This design comes from an exercise in tuning for small area on the open sky130 flow, not from production work.
In this exercise RTL edits were held to simulation tests only and were not proved equivalent to the original.
Power and IR drop assume default switching activity.

## flow/run.sh

```bash
#!/bin/bash
# synth_recipe.tcl (not shown) runs the flow's synth.tcl, then flattens the netlist and writes it again
# the make line also repeats each setting of config.mk as NAME=value (left out here)
make -C /OpenROAD-flow-scripts/flow DESIGN_CONFIG=/design/flow/config.mk WORK_HOME=/design/flow/orfs CLKGATE_MAP_FILE= SYNTH_SCRIPT=/design/flow/synth_recipe.tcl finish
```

## flow/config.mk

```make
export PLATFORM = sky130hd
export DESIGN_NAME = vecdot9
export DESIGN_NICKNAME = vecdot9
export VERILOG_FILES = /design/flow/design.v
export SDC_FILE = /design/flow/constraint.sdc
export NUM_CORES = 4
export LEC_CHECK = 0
export ABC_AREA = 1
export CAP_MARGIN = 20
export CORE_MARGIN = 2
export CORE_UTILIZATION = 75
export SLEW_MARGIN = 20
```

## flow/constraint.sdc

```tcl
create_clock -name core_clock -period 8.0 [get_ports {clk}]
set_input_delay 1.6000 -clock core_clock [delete_from_list [all_inputs] [get_ports {clk}]]
set_output_delay 1.6000 -clock core_clock [all_outputs]
set_load 0.01 [all_outputs]
```

## flow/design.v

```verilog
package vecdot_pkg;
  typedef logic signed [16-1:0] sample_t;
  typedef logic signed [2*16-1:0] product_t;
  typedef logic signed [41-1:0] acc_t;
  typedef logic [4-1:0] tap_idx_t;
  typedef logic [9*16-1:0] tap_vec_t;
endpackage
module vecdot9 (
  input  logic                clk,
  input  logic                reset,
  input  logic                en,
  input  vecdot_pkg::sample_t hin,
  input  logic                hin_valid,
  input  vecdot_pkg::sample_t xin,
  input  logic                xin_valid,
  output vecdot_pkg::sample_t dout,
  output logic                dout_valid,
  output logic                sat
);
  localparam int W = 16;
  localparam int N = 9;
  localparam int AW = 2*W + 3;
  logic [N*W-1:0]     xslot_q;
  logic [(N-1)*W-1:0] kpart_q;
  logic [N*W-1:0]     kcur_q;
  logic               kzero_q;
  logic [3:0]         fcnt_q;
  logic [3:0]         kcnt_q;
  logic [3:0]         pidx_q;
  logic               vld_q;
  logic [AW-1:0]      acc_q;
  logic x_acc, h_acc, f_done, k_done, busy;
  assign x_acc  = en && xin_valid;
  assign h_acc  = en && hin_valid;
  assign f_done = x_acc && (fcnt_q == 4'd8);
  assign k_done = h_acc && (kcnt_q == 4'd8);
  assign busy   = (pidx_q <= 4'd8);
  always_ff @(posedge clk) begin
    if (reset) begin
      fcnt_q <= '0;
    end else if (x_acc) begin
      fcnt_q <= (fcnt_q == 4'd8) ? 4'd0 : fcnt_q + 4'd1;
    end
  end
  always_ff @(posedge clk) begin
    if (reset) begin
      kcnt_q <= '0;
    end else if (h_acc) begin
      kcnt_q <= (kcnt_q == 4'd8) ? 4'd0 : kcnt_q + 4'd1;
    end
  end
  always_ff @(posedge clk) begin
    for (int i = 0; i < N; i++) begin
      if (!reset && x_acc && fcnt_q == 4'(i)) begin
        xslot_q[i*W +: W] <= xin;
      end
    end
  end
  always_ff @(posedge clk) begin
    if (!reset && h_acc) begin
      kpart_q <= {hin, kpart_q[(N-1)*W-1:W]};
    end
  end
  always_ff @(posedge clk) begin
    if (!reset && k_done) begin
      kcur_q <= {hin, kpart_q};
    end
  end
  always_ff @(posedge clk) begin
    if (reset) begin
      kzero_q <= 1'b1;
    end else if (k_done) begin
      kzero_q <= 1'b0;
    end
  end
  logic signed [W-1:0]    x_op;
  logic signed [W-1:0]    k_op;
  logic signed [2*W-1:0]  prod;
  always_comb begin
    x_op = xslot_q[0 +: W];
    k_op = kcur_q[0 +: W];
    for (int i = 1; i < N; i++) begin
      if (pidx_q == 4'(i)) begin
        x_op = xslot_q[i*W +: W];
        k_op = kcur_q[i*W +: W];
      end
    end
    if (kzero_q) k_op = '0;
  end
  assign prod = x_op * k_op;
  always_ff @(posedge clk) begin
    if (reset) begin
      pidx_q <= 4'd9;
    end else if (en) begin
      if (f_done) begin
        pidx_q <= 4'd0;
      end else if (busy) begin
        pidx_q <= pidx_q + 4'd1;
      end
    end
  end
  always_ff @(posedge clk) begin
    if (reset) begin
      vld_q <= 1'b0;
    end else if (en) begin
      vld_q <= (pidx_q == 4'd8);
    end
  end
  always_ff @(posedge clk) begin
    if (!reset && en && busy) begin
      acc_q <= ((pidx_q == 4'd0) ? AW'(1 << (10 - 1)) : acc_q) + AW'(prod);
    end
  end
  logic pos_ovf, neg_ovf;
  assign pos_ovf = !acc_q[AW-1] && (|acc_q[AW-2:W+10-1]);
  assign neg_ovf =  acc_q[AW-1] && !(&acc_q[AW-2:W+10-1]);
  always_comb begin
    if (pos_ovf)      dout = {1'b0, {(W-1){1'b1}}};
    else if (neg_ovf) dout = {1'b1, {(W-1){1'b0}}};
    else              dout = acc_q[10 +: W];
  end
  assign sat        = pos_ovf || neg_ovf;
  assign dout_valid = vld_q;
endmodule
```

==> results of run 1 <==
-- how the worst max path moves through the flow --
stage,from,endpoint,depth (start not counted)
after floorplan,pidx_q[1]$_SDFFE_PP0P_,acc_q[34]$_DFFE_PP_,44
after global placement,pidx_q[0]$_SDFFE_PP1P_,acc_q[34]$_DFFE_PP_,46
after detailed placement,pidx_q[0]$_SDFFE_PP1P_,acc_q[34]$_DFFE_PP_,47
after CTS,pidx_q[2]$_SDFFE_PP0P_,acc_q[34]$_DFFE_PP_,45
-- through the flow --
stage / setup slack [ps] / instance area (sq um)
after global placement: -788 / 34200
after floorplan: 65.5 / 30100
after detailed placement: -868 / 34200
after CTS: -331 / 38200
-- routing by layer --
metal | GRT usage (%) | GRT overflow
met1 | 79.8 | 10
met2 | 96.3 | 226
met3 | 67.6 | 11
met4 | 79.2 | 162
met5 | 33.5 | 1
-- power groups by stage --
stage          registers [mW]  clock network (mW)  logic (mW)
4_1_cts                  2.69                2.25       0.125
2_1_floorplan            2.74                   0      0.0342
3_3_place_gp             2.74                   0       0.102
3_5_place_dp             2.74                   0       0.107
-- cells by family after synthesis --
logic type,share of synthesized area [%]
AOI/OAI and AO/OA,5.07
and+or+nand+nor,16.4
adders and majority gates,22.8
xor gates and xnor gates,1.69
buffers and inverters,8.08
DFF,46.0
-- timing repair --
action                                  in CTS
setup buffers                               81
pin swaps                                  115
endpoints found under the setup margin      24
gates cloned                                 8
gates resized for setup                    391
==> flow_metrics.tcl, run 1 <==
set metrics [dict create \
    global_route.overflow_total 410 \
    largest_net_degree_at_the_start_of_global_routing 146 \
    synth_ff_type "edfxtp_1" \
    error "[ERROR GRT-0116] Global routing finished with congestion. Check the congestion regions in the DRC Viewer." \
    yosys_warnings 1 \
    postSynth.asyncResetShare_pct 0 \
    top_area_cells_in_the_synthesized_netlist "edfxtp_1 45%, fa_1 18%, nand2_1 6.9%" \
    clk_root_buffer_cell "clkbuf_16" \
    io_buffer_count 54 \
    postSynthCellCount 2957 \
    start_util_pct 75.8 \
    boundaryPins 55 \
    stop_stage "global routing (5_1_grt)" \
    synthesis.nets 3383 \
    yosysMostFrequentCell "nand2_1" \
    count_of_flip_flops_with_a_built_in_enable_after_synthesis 451 \
    placedCellCount 3847 \
    routabilityCongestion 0.950 \
    synth.largest_area_cell "edfxtp_1" \
    dp.final_hpwl_mm 63.5 \
    clock_buffer_depth 3 \
    run_status "stopped before the end" \
    synth_top_area_share_pct 45.1 \
    cts-buffers-inserted 46 \
    htree_levels 2 \
    ys_seq_area_share_pct 46.0 \
    post_synth_num_cell_types 47 \
    first_global_vias 35493 \
    ys_ff_latch 465 \
    hold_buffers 0 \
    floorplan.rows 73 \
    grt_first_pass_wirelength_mm 242 \
    cts_sinks 465 \
    global_route.usage.total_pct 80.5 \
    floorplan.die.width_microns 204 \
    die_h_microns 204 \
    synthesis.area_per_instance_sq_um 10.2 \
    syn-cell-area_sq_mm 0.0301 \
    most_frequent_cells_after_synthesis "556 x nand2_1, 524 x inv_1, 451 x edfxtp_1" \
]
==> run 2: changes to the inputs <==
--- a/flow/design.v
+++ b/flow/design.v
@@ -75,7 +75,6 @@
   end
   logic signed [W-1:0]    x_op;
   logic signed [W-1:0]    k_op;
-  logic signed [2*W-1:0]  prod;
   always_comb begin
     x_op = xslot_q[0 +: W];
     k_op = kcur_q[0 +: W];
@@ -87,7 +86,25 @@
     end
     if (kzero_q) k_op = '0;
   end
-  assign prod = x_op * k_op;
+  localparam int NR = W/2;
+  logic [W:0]      xb;
+  logic [NR-1:0]   b_one, b_two, b_neg;
+  logic [W:0]      row  [NR];
+  logic [AW-1:0]   rsum;
+  assign xb = {x_op, 1'b0};
+  always_comb begin
+    rsum = '0;
+    for (int j = 0; j < NR; j++) begin
+      b_one[j] = xb[2*j+1] ^ xb[2*j];
+      b_two[j] = (xb[2*j+2] & ~xb[2*j+1] & ~xb[2*j]) | (~xb[2*j+2] & xb[2*j+1] & xb[2*j]);
+      b_neg[j] = xb[2*j+2];
+      for (int i = 0; i <= W; i++) begin
+        row[j][i] = ((b_one[j] & (i == W ? k_op[W-1] : k_op[i])) |
+                     (b_two[j] & (i == 0 ? 1'b0 : k_op[i-1]))) ^ b_neg[j];
+      end
+      rsum = rsum + (AW'({~row[j][W], row[j][W-1:0]}) << (2*j)) + (AW'(b_neg[j]) << (2*j));
+    end
+  end
   always_ff @(posedge clk) begin
     if (reset) begin
       pidx_q <= 4'd9;
@@ -106,9 +123,10 @@
       vld_q <= (pidx_q == 4'd8);
     end
   end
+  localparam logic [AW-1:0] START = AW'(35'd512 - 35'd9 * 35'h0_5555_0000);
   always_ff @(posedge clk) begin
     if (!reset && en && busy) begin
-      acc_q <= ((pidx_q == 4'd0) ? AW'(1 << (10 - 1)) : acc_q) + AW'(prod);
+      acc_q <= ((pidx_q == 4'd0) ? START : acc_q) + rsum;
     end
   end
   logic pos_ovf, neg_ovf;
--- a/flow/config.mk
+++ b/flow/config.mk
@@ -5,8 +5,7 @@
 export SDC_FILE = /design/flow/constraint.sdc
 export NUM_CORES = 4
 export LEC_CHECK = 0
-export ABC_AREA = 1
 export CAP_MARGIN = 20
 export CORE_MARGIN = 2
-export CORE_UTILIZATION = 75
+export CORE_UTILIZATION = 45
 export SLEW_MARGIN = 20
==> run 2 against run 1 <==
  * The run now finishes clean
  * Area after synthesis decreased by 9.8%
  * Synthesized cell count decreased by 25%
==> flow_metrics.tcl, run 2 <==
set metrics [dict create \
    crit_slowest_cell "fa_1" \
    path_max_fanout 23 \
    worst-r2r-cell-count 30 \
    synthesis.nets 2487 \
    drt_iter0_markers 2294 \
    wirelength_mm 75.4 \
    final_layout_size_suffix_gt1_share_pct 18.9 \
    hold_buffers 0 \
    endpoint_kind "flop" \
    dp.final_hpwl_mm 53.7 \
    grt_first_pass_wirelength_mm 116 \
    run_status "complete, no violations" \
    post-route-util_pct 53.7 \
    die_h_microns 249 \
    coreArea_sq_mm 0.0592 \
    detailed_place.area_sq_mm 0.0296 \
    max-slew-margin-rel_pct 32.1 \
    floorplan.die.width_microns 249 \
    cell_type_group_with_the_largest_total_delay_on_the_critical_path "adder cells" \
    min-delay-path-class "flop to flop" \
    postSynth.asyncResetShare_pct 0 \
    count_of_flip_flops_with_a_built_in_enable_after_synthesis 451 \
    rr_endpoint "acc_q[33]$_DFFE_PP_" \
    antenna_found_initial 0 \
    final_std_cells_w_o_fill 3187 \
    synthToLayoutAreaGrowth_pct 17.4 \
    boundaryPins 55 \
    setup.worst_path.start_class "flop" \
    synth.largest_area_cell "edfxtp_1" \
    top_area_cells_in_the_synthesized_netlist "edfxtp_1 50%, fa_1 8.3%, ha_1 5.5%" \
    ys_ff_latch 465 \
    layout.cells.most_common_list "451 x edfxtp_1, 210 x buf_4, 133 x nor2_1" \
    route.vias.total 19422 \
    clk_latency_ps 600 \
    min_period_ps 7700 \
    largest_net_degree_at_the_start_of_global_routing 146 \
    layout_commonest_cell "edfxtp_1" \
    vias_per_cell 6.09 \
    critical_path.reg2reg.startpoint "pidx_q[0]$_SDFFE_PP1P_" \
    met2_usage_pct 37.6 \
    hold_depth 0 \
    worst-setup-path-type "flop to flop" \
    routabilityCongestion 0.941 \
    least_margin_pin_slew_ps 1020 \
    start_util_pct 45.8 \
    post_drt_wl_per_cell_microns 23.7 \
    synth_top_area_share_pct 49.9 \
    cts.reportedPaths.clkPinSlew_ps 60 \
    io_buffer_count 54 \
    arrival_ps 8110 \
    postSynthCellCount 2218 \
    power_leakage_nw 11.3 \
    yosysMostFrequentCell "edfxtp_1" \
    grt.met3_usage_pct 3.31 \
    timing.critical_path.slowest_cell_delay_ps 540 \
    worst_hold_path.endpoint "kcur_q[1]$_DFFE_PP_" \
    timing.fmax_mhz 130 \
    critical_path_required_ps 8410 \
    syn-cell-area_sq_mm 0.0271 \
    power.density_cell_area_mw_per_mm2 227 \
    synth_ff_type "edfxtp_1" \
    final-setup-viol-count 0 \
    grt.met1_usage_pct 34.2 \
    reg2reg_setup_slack_ps 300 \
    timing_hold_violations_final 0 \
    final_net_count 2644 \
    placedCellCount 3080 \
    detail-route-antenna-nets 0 \
    cp.buffers_inverters 9 \
    clock_buffer_depth 3 \
    global_route.usage.total_pct 24.0 \
    fp.dieArea_sq_mm 0.0622 \
    fin_area_sq_mm 0.0318 \
    finalMaxSlewViolations 0 \
    floorplan.rows 89 \
    gr-max-usage-layer "met2" \
    finClkSkew_ps 14.1 \
    first_global_vias 19276 \
    layout_top_registers "kcur_q x144, xslot_q x144, kpart_q x128" \
    cts_sinks 465 \
    clk_root_buffer_cell "clkbuf_16" \
    max_cap_viol_count 0 \
    ys_seq_area_share_pct 51.0 \
    most_frequent_cells_after_synthesis "451 x edfxtp_1, 137 x nor2_1, 120 x ha_1" \
    tritoncts "done" \
    timing.final.crit_share_pct 96.2 \
    antenna_cells 0 \
    drc_errors 0 \
    global_route.overflow_total 0 \
    htree_levels 2 \
    irDropWorstVdd_mv 0.248 \
    worst_hold_path_startpoint "kpart_q[1]$_DFFE_PP_" \
    cts-buffers-inserted 49 \
    post_synth_num_cell_types 85 \
    yosys_warnings 2 \
    synthesis.area_per_instance_sq_um 12.2 \
    drt_pre_antenna_iters 8 \
]
[run 2: changes by cell type after synthesis, moves of 32 or more]
cell	delta
a211oi_1	+32
a221oi_1	+49
and2_1	+43
buf_2	+48
fa_1	-151
inv_1	-411
mux2i_1	+38
nand2_1	-479
nand3_1	-60
nor2_1	-205
o21ai_0	+48
o221ai_1	+47
o22ai_1	+56
[run 2: per-layer routing]
metal	share of wire, %	up-vias
li1	-	8861
met5	0	-
met1	44	9557
met2	45	851
met3	7.1	153
met4	3.3	0
[run 2: worst max-delay path by stage]
stage,cells past startpoint,slack [ps],start,end
after CTS,31,4,pidx_q[0]$_SDFFE_PP1P_,acc_q[33]$_DFFE_PP_
final,30,300,pidx_q[0]$_SDFFE_PP1P_,acc_q[33]$_DFFE_PP_
after global routing,29,-10,pidx_q[3]$_SDFFE_PP1P_,acc_q[33]$_DFFE_PP_
after detailed placement,29,-360,pidx_q[0]$_SDFFE_PP1P_,acc_q[33]$_DFFE_PP_
after global placement,29,-220,pidx_q[0]$_SDFFE_PP1P_,acc_q[33]$_DFFE_PP_
after floorplan,3,820,en,kcur_q[0]$_DFFE_PP_
[run 2: final cells by class]
| type | instances | area, sq um |
|---|---|---|
| Clock buffer | 55 | 1250 |
| Clock inverter | 35 | 405 |
| Fill cell | 5058 | 27400 |
| Inverter | 117 | 444 |
| Multi-Input combinational cell | 1453 | 12400 |
| Sequential cell | 465 | 13800 |
| Tap cell | 773 | 967 |
| Timing Repair Buffer | 289 | 2560 |
[run 2: logic make-up (layout without fill, tap and decap cells)]
kind of cell	count (synthesis)	count (layout)	synth area share (%)
and+or+nand+nor	455	455	8.26
muxes	38	38	1.40
DFF	465	465	51.0
buffers and inverters	300	496	5.33
xor gates and xnor gates	55	55	1.93
adders and majority gates	232	232	13.8
AOI/OAI and AO/OA	673	673	18.3
[run 2: worst register-to-register path: cells and delay by family, from the launching register on]
family | cells | cell delay (ps)
compound gates | 10 | 2240
buf+inv | 9 | 1230
flops | 1 | 350
fa+ha+maj | 8 | 2840
simple gates | 3 | 840
[run 2: through the flow]
| step | hold slack (ps) | total power [mW] | TNS [ps] | worst slack [ps] |
|---|---|---|---|---|
| 5_1_grt | 421 | 7.67 | -14.2 | -14.2 |
| 6_report | 413 | 7.23 | 0 | 301 |
| 4_1_cts | 409 | 7.23 | 0 | 4.41 |
| 3_3_place_gp | 400 | 4.89 | -1180 | -225 |
| 3_5_place_dp | 405 | 4.90 | -1750 | -356 |
| 2_1_floorplan | 400 | 4.21 | 0 | 818 |
[run 2: where the power goes]
part           leakage [nW]  internal, mW  switching (mW)
clock network         0.804          1.33           0.967
logic                  6.32          1.06            1.09
registers              4.19          2.78         0.00779
total                  11.3          5.17            2.06
[run 2: repair_timing]
action | 4_1_cts | 5_1_grt
setup endpoints to repair | 12 | 14
cloned | 1 | 0
resized for setup | 26 | 73
pin swaps | 3 | 21
buffers inserted | 6 | 9
==> run 3: changes to the inputs <==
--- a/flow/design.v
+++ b/flow/design.v
@@ -17,10 +17,10 @@
   output logic                dout_valid,
   output logic                sat
 );
-  localparam int W = 16;
-  localparam int N = 9;
+  localparam int W  = 16;
+  localparam int N  = 9;
   localparam int AW = 2*W + 3;
-  logic [N*W-1:0]     xslot_q;
+  logic [(N-1)*W-1:0] xslot_q;
   logic [(N-1)*W-1:0] kpart_q;
   logic [N*W-1:0]     kcur_q;
   logic               kzero_q;
@@ -34,7 +34,7 @@
   assign h_acc  = en && hin_valid;
   assign f_done = x_acc && (fcnt_q == 4'd8);
   assign k_done = h_acc && (kcnt_q == 4'd8);
-  assign busy   = (pidx_q <= 4'd8);
+  assign busy   = !pidx_q[3];
   always_ff @(posedge clk) begin
     if (reset) begin
       fcnt_q <= '0;
@@ -50,7 +50,7 @@
     end
   end
   always_ff @(posedge clk) begin
-    for (int i = 0; i < N; i++) begin
+    for (int i = 0; i < N-1; i++) begin
       if (!reset && x_acc && fcnt_q == 4'(i)) begin
         xslot_q[i*W +: W] <= xin;
       end
@@ -73,18 +73,23 @@
       kzero_q <= 1'b0;
     end
   end
-  logic signed [W-1:0]    x_op;
-  logic signed [W-1:0]    k_op;
+  logic [W-1:0] x_op;
+  logic [W-1:0] k_op;
   always_comb begin
-    x_op = xslot_q[0 +: W];
-    k_op = kcur_q[0 +: W];
-    for (int i = 1; i < N; i++) begin
-      if (pidx_q == 4'(i)) begin
-        x_op = xslot_q[i*W +: W];
-        k_op = kcur_q[i*W +: W];
+    if (f_done) begin
+      x_op = xin;
+      k_op = k_done ? hin : kcur_q[(N-1)*W +: W];
+    end else begin
+      x_op = xslot_q[0 +: W];
+      k_op = kcur_q[0 +: W];
+      for (int i = 1; i < N-1; i++) begin
+        if (pidx_q[2:0] == 3'(i)) begin
+          x_op = xslot_q[i*W +: W];
+          k_op = kcur_q[i*W +: W];
+        end
       end
     end
-    if (kzero_q) k_op = '0;
+    if (kzero_q && !k_done) k_op = '0;
   end
   localparam int NR = W/2;
   logic [W:0]      xb;
@@ -107,7 +112,7 @@
   end
   always_ff @(posedge clk) begin
     if (reset) begin
-      pidx_q <= 4'd9;
+      pidx_q <= 4'd8;
     end else if (en) begin
       if (f_done) begin
         pidx_q <= 4'd0;
@@ -120,13 +125,13 @@
     if (reset) begin
       vld_q <= 1'b0;
     end else if (en) begin
-      vld_q <= (pidx_q == 4'd8);
+      vld_q <= (pidx_q == 4'd7);
     end
   end
   localparam logic [AW-1:0] START = AW'(35'd512 - 35'd9 * 35'h0_5555_0000);
   always_ff @(posedge clk) begin
-    if (!reset && en && busy) begin
-      acc_q <= ((pidx_q == 4'd0) ? START : acc_q) + rsum;
+    if (!reset && (f_done || (en && busy))) begin
+      acc_q <= (f_done ? START : acc_q) + rsum;
     end
   end
   logic pos_ovf, neg_ovf;
==> run 3 against run 2 <==
  * Setup slack worse by 160 ps
  * Critical endpoint is now acc_q[25]$_DFFE_PP_
  * Synthesized cell count is 4.6% higher
  * Global-route usage is 2.7 points higher
  * Worst hold slack better by 7.0 ps
  * Highest routed layer unchanged
  * First-iteration DRC count is 15% lower
  * Still clean on timing, DRC and antenna
  * Area after synthesis hardly changed
  * Flip-flop and latch count is 16 lower
  * Combinational power is 21% higher
  * Sequential power is 4% lower
  * Via count is 7.8% higher
  * Sequential share of layout area is 5.6 points lower
==> flow_metrics.tcl, run 3 <==
set metrics [dict create \
    worst-r2r-cell-count 30 \
    global_route.usage.total_pct 26.7 \
    antenna_found_initial 0 \
    min_period_ps 7860 \
    critical_path_required_ps 8440 \
    timing.fmax_mhz 127 \
    final_net_count 3064 \
    detail-route-antenna-nets 0 \
    final_layout_size_suffix_gt1_share_pct 30.5 \
    top_area_cells_in_the_synthesized_netlist "edfxtp_1 48%, fa_1 8.3%, ha_1 5.6%" \
    power.density_cell_area_mw_per_mm2 214 \
    worst-setup-path-type "input pin to flop" \
    first_global_vias 21265 \
    max-slew-margin-rel_pct 27.9 \
    floorplan.rows 90 \
    largest_reg_flops 144 \
    setup.worst_path.start_class "input pin" \
    layout.cells.most_common_list "462 x buf_4, 435 x edfxtp_1, 190 x a21oi_1" \
    layout_commonest_cell "buf_4" \
    fin_area_sq_mm 0.0353 \
    crit_slowest_cell "fa_1" \
    finalMaxSlewViolations 0 \
    coreArea_sq_mm 0.0600 \
    worst_hold_path_startpoint "kpart_q[10]$_DFFE_PP_" \
    count_of_flip_flops_with_a_built_in_enable_after_synthesis 435 \
    die_h_microns 250 \
    grt.met3_usage_pct 3.04 \
    path_max_fanout 7 \
    power_leakage_nw 13.7 \
    layout_top_registers "kcur_q x144, kpart_q x128, xslot_q x128" \
    routabilityCongestion 0.930 \
    drt_iter0_markers 1950 \
    tritoncts "done" \
    final_std_cells_w_o_fill 3615 \
    timing.critical_path.slowest_cell_delay_ps 580 \
    grt_first_pass_wirelength_mm 128 \
    hold-worst-slack_ps 420 \
    yosys_warnings 2 \
    post_drt_wl_per_cell_microns 23.0 \
    cts-buffers-inserted 50 \
    postSynthCellCount 2321 \
    synth.largest_area_cell "edfxtp_1" \
    synthesis.nets 2592 \
    gr-max-usage-layer "met2" \
    largest_net_degree_at_the_start_of_global_routing 145 \
    timing_hold_violations_final 0 \
    syn-cell-area_sq_mm 0.0271 \
    clock_buffer_depth 3 \
    ys_seq_area_share_pct 49.2 \
    synth_ff_type "edfxtp_1" \
    timing.final.crit_share_pct 98.2 \
    grt.met1_usage_pct 35.9 \
    cts_sinks 449 \
    dp.final_hpwl_mm 59.9 \
    placedCellCount 3451 \
    rr_endpoint "acc_q[25]$_DFFE_PP_" \
    synthToLayoutAreaGrowth_pct 30.0 \
    hold_buffers 0 \
    start_util_pct 45.2 \
    synth_top_area_share_pct 48.2 \
    min-delay-path-class "flop to flop" \
    antenna_cells 0 \
    yosysMostFrequentCell "edfxtp_1" \
    wirelength_mm 83.0 \
    route.vias.total 20939 \
    drt_pre_antenna_iters 5 \
    largest-register "kcur_q" \
    vias_per_cell 5.79 \
    clk_root_buffer_cell "clkbuf_16" \
    met2_usage_pct 45.7 \
    global_route.overflow_total 0 \
    final-setup-viol-count 0 \
    post_synth_num_cell_types 97 \
    floorplan.die.width_microns 250 \
    reg2reg_setup_slack_ps 200 \
    endpoint_kind "flop" \
    critical_path.reg2reg.startpoint "pidx_q[1]$_SDFFE_PP0P_" \
    fp.dieArea_sq_mm 0.0623 \
    boundaryPins 55 \
    layout.filler_cells 4905 \
    arrival_ps 8290 \
    finClkSkew_ps 35.0 \
    io_buffer_count 54 \
    worst_hold_path.endpoint "kcur_q[10]$_DFFE_PP_" \
    least_margin_pin_slew_ps 1080 \
    run_status "complete, no violations" \
    cts.reportedPaths.clkPinSlew_ps 60 \
    ys_ff_latch 449 \
    most_frequent_cells_after_synthesis "435 x edfxtp_1, 215 x a21oi_1, 156 x nand2_1" \
    synthesis.area_per_instance_sq_um 11.7 \
    irDropWorstVdd_mv 0.462 \
    htree_levels 2 \
    hold_depth 0 \
    drc_errors 0 \
    postSynth.asyncResetShare_pct 0 \
    clk_latency_ps 610 \
    max_cap_viol_count 0 \
    detailed_place.area_sq_mm 0.0318 \
]
run 3: cell count changes after synthesis, moves of 22 or more:
cell      before  now
a21oi_1       86  215
nand3_1      113   37
nand2b_1       9   31
mux2i_1       38   60
nand2_1       77  156
a222oi_1      30    2
run 3: worst max-delay path, delay by kind of cell:
family                     cells  cell delay [ps]
and+or+nand+nor                3              730
buffers and inverters          6              860
muxes                          1              300
AOI/OAI and AO/OA             11             1790
adders and majority gates      7             3000
run 3: layout make-up:
type	count	area [sq um]	area share, %
multi-input combinational	1562	13300	37.8
tap	782	978	2.77
inverter	125	472	1.34
sequential	449	13400	37.9
clock inverter	33	347	0.983
timing repair buffer	605	5500	15.6
clock buffer	59	1280	3.64
run 3: how the worst max path moves through the flow:
stage	start	to	slack, ps	depth (start not counted)
2_1_floorplan	en	acc_q[25]$_DFFE_PP_	3	27
4_1_cts	xin_valid	acc_q[34]$_DFFE_PP_	3	30
6_report	en	acc_q[25]$_DFFE_PP_	140	28
3_5_place_dp	en	acc_q[34]$_DFFE_PP_	-1080	31
3_3_place_gp	en	acc_q[34]$_DFFE_PP_	-1030	25
5_1_grt	pidx_q[1]$_SDFFE_PP0P_	acc_q[25]$_DFFE_PP_	-50	30
run 3: layer usage:
layer	wire [microns]	up-vias
met5	0	-
met3	4610	129
met4	2240	0
met2	41100	685
met1	35100	10499
li1	-	9626
run 3: kinds of logic after synthesis:
group	synth area share, %
muxes	2.34
xor gates and xnor gates	1.42
and+or+nand+nor	8.70
DFF	49.2
adders and majority gates	14.5
buffers and inverters	5.57
AOI/OAI and AO/OA	18.3
run 3: per-stage QoR:
stage	utilization [%]	setup slack (ps)	setup TNS, ps	power [mW]
detailed placement	52.9	-1080	-14100	4.99
floorplan	-	2.80	0	4.04
global route	58.8	-48.1	-83.4	7.99
CTS	57.5	2.76	0	7.50
global placement	52.9	-1030	-12930	4.96
finish	58.8	143	0	7.55
run 3: where the power goes:
part	switching, mW	leakage (nW)	internal [mW]
registers	0.00866	4.05	2.68
logic	1.25	8.87	1.34
clock network	0.979	0.773	1.29
run 3: what timing repair did:
action	4_1_cts	5_1_grt
resized for setup	148	100
gates cloned	2	2
endpoints found under the setup margin	12	15
buffers inserted	40	29
pin swaps	65	63
endpoints found under the hold margin	0	0

## port drivers added, routing unchanged
The flow's constraints put no driver on any port. The routed layouts listed below were extracted and timed again, unchanged, in two steps.
Step 1 (the two cells are an assumption about what drives the block):
set clk [get_ports {clk}]
set_driving_cell -lib_cell sky130_fd_sc_hd__clkbuf_16 $clk
set_driving_cell -lib_cell sky130_fd_sc_hd__buf_2 [delete_from_list [all_inputs] $clk]
Step 2 adds t to the input delays and takes it off the output delays; t is the mean of the earliest and latest rising clock arrival at the registers after step 1. Input paths then give back, and output paths get back, about the clock's delay inside the block.
a / b / c = no drivers / after step 1 / after step 2; a / b = the first two.
run | t, ns | slack for setup (ns) | worst hold slack (ns) | clock arrival spread, ns | slew at the worst register clock pin (ns)
run 2 | 0.657 | 0.301 / 0.301 / 0.301 | 0.413 / 0.413 / 0.413 | 0.015 / 0.016 | 0.06 / 0.06
run 3 | 0.657 | 0.143 / 0.178 / -0.480 | 0.420 / 0.420 / 0.420 | 0.036 / 0.035 | 0.07 / 0.07
With both steps, setup timing fails in run 3, where it was met with ideal ports. For run 3, which loses most, drivers alone change the setup slack by +0.035 ns; drivers and shift together by -0.623 ns.
